From an optimization exercise on the open Yosys and OpenROAD flow, aimed at small area, a short achievable clock period and few clock cycles per item; shortcuts taken in it are not production practice. Function was checked by simulation only, so behaviour that the tests miss may differ from the original.

==> flow/design.v (excerpt) <==
module mult_div_unit #(
  parameter int MUL_LAT = md_pkg::MUL_LAT_DEF
) (
  input  logic        clk,
  input  logic        rst_n,
  input  logic        start,
  input  logic        hilo,
  input  logic        we,
  input  logic [1:0]  op,
  input  logic        madd,
  input  logic [31:0] src_a,
  input  logic [31:0] src_b,
  output logic        busy,
  output logic [31:0] hi,
  output logic [31:0] lo,
  output logic [31:0] rd_data
);
  localparam int W = 52;    
  md_pkg::md_state_e state_q, state_d;
  logic [31:0] hi_q, hi_d, lo_q, lo_d;
  logic [31:0] a_q, a_d;         
  logic [35:0] u_q, u_d;         
  logic [3:0]  cnt_q, cnt_d;
  logic        sgn_q, sgn_d;
  logic        madd_q, madd_d;
  logic        corr_q, corr_d;
  logic        pb_q, pb_d;
  logic        qneg_q, qneg_d;
  logic        rneg_q, rneg_d;
  logic        dcin_q, dcin_d;
  function automatic logic [5:0] clz32(input logic [31:0] x);
    logic [15:0] z1;  logic [15:0] c1;         
    logic [7:0]  z2;  logic [15:0] c2;         
    logic [3:0]  z3;  logic [11:0] c3;         
    logic [1:0]  z4;  logic [7:0]  c4;         
    for (int g = 0; g < 16; g++) begin
      z1[g] = ~(x[2*g+1] | x[2*g]);
      c1[g] = ~x[2*g+1];
    end
    for (int g = 0; g < 8; g++) begin
      z2[g] = z1[2*g+1] & z1[2*g];
      c2[2*g +: 2] = z1[2*g+1] ? {1'b1, c1[2*g]} : {1'b0, c1[2*g+1]};
    end
    for (int g = 0; g < 4; g++) begin
      z3[g] = z2[2*g+1] & z2[2*g];
      c3[3*g +: 3] = z2[2*g+1] ? {1'b1, c2[4*g +: 2]} : {1'b0, c2[4*g+2 +: 2]};
    end
    for (int g = 0; g < 2; g++) begin
      z4[g] = z3[2*g+1] & z3[2*g];
      c4[4*g +: 4] = z3[2*g+1] ? {1'b1, c3[6*g +: 3]} : {1'b0, c3[6*g+3 +: 3]};
    end
    clz32 = (z4[1] & z4[0]) ? 6'd32 :
            z4[1] ? {2'b01, c4[3:0]} : {2'b00, c4[7:4]};
  endfunction
  logic [32:0]  a_ext;
  logic [16:0]  bx;
  logic [15:0]  chh, corrh;
  logic [19:0]  cadd;
  logic [35:0]  opu;
  logic [W-1:0] vs, vc, vsum;
  logic idle;
  assign idle  = (state_q == md_pkg::ST_IDLE);
  ...
Size in the first run: ~5000 cells after synthesis, about 150 flip-flops, about 0.034 mm^2 of cells after synthesis.
clock: 13.0 ns
lec_check: 0
abc_area: 1
cap_margin: 20
core_margin: 2
core_utilization: 40
setup_slack_margin: 3.5
slew_margin: 20
standard.sh (not shown) runs the stock make flow with config.mk's settings and CLKGATE_MAP_FILE= SYNTH_SCRIPT=/design/flow/synth_recipe.tcl, a recipe that flattens the netlist after the stock synthesis.
==> flow/flow/run.sh <==
#!/bin/bash
# The standard layout, with the ports buffered by buf_2 cells instead of the delay
# buffers buffer_ports picks by default.  Everything else is the standard flow.
set -e
export BUFFER_PORTS_ARGS="-buffer_cell sky130_fd_sc_hd__buf_2"
bash standard.sh > standard.log 2>&1
Testbench counts at the start, summed over its fixed seeds: cycles 4,322, ops 1,920.
Then changed:
==> flow/flow/run.sh (replaced) <==
#!/bin/bash
# The standard layout with two changes that leave the design and its registers alone:
# - the ports are buffered by buf_2 cells instead of the delay buffers buffer_ports
#   picks by default;
# - Yosys's synth skips its quick abc pass (-noabc), so that extract_fa sees the adder
#   trees as written instead of re-mapped with arbitrary polarities (fewer inverters
#   between the full adders).  The final ABC mapping is the standard one.
set -e
export BUFFER_PORTS_ARGS="-buffer_cell sky130_fd_sc_hd__buf_2"
export SYNTH_ARGS="-noabc"
bash standard.sh > standard.log 2>&1
--- a/flow/config.mk
+++ b/flow/config.mk
@@ -11,3 +11,3 @@
 export CORE_UTILIZATION = 40
-export SETUP_SLACK_MARGIN = 3.5
+export SETUP_SLACK_MARGIN = 4.0
 export SLEW_MARGIN = 20
Hold slack gets better by 0.012 ns; non-clock buffer count goes up by 11.

[what the ideal ports hide]
No port has a modelled driver above. Below, the same layouts with a new extraction and two added sets of constraints. Step 1 sets driving cells, clkbuf_16 on the clock port and buf_2 on the other inputs (assumed; they add their load-dependent delay and slew). Step 2 also shifts input and output timing later by t, the mid clock arrival at the registers, as if the neighbouring blocks saw the same clock. a / b / c = ideal ports / drivers / drivers and shift; a / b = the first two.
| run | t, ns | setup WS [ns] | worst hold slack (ns) | slew at the worst register clock pin (ns) |
|---|---|---|---|---|
| the first run | 0.570 | 3.567 / 3.599 / 3.029 | 0.524 / 0.524 / 0.524 | 0.08 / 0.08 |
| the second run | 0.536 | 4.124 / 4.155 / 3.619 | 0.536 / 0.536 / 0.536 | 0.08 / 0.08 |
After both steps setup and hold are still met in every run listed. The setup slack of the first run, which loses most, moves by +0.032 ns with the drivers and by -0.538 ns with both steps.
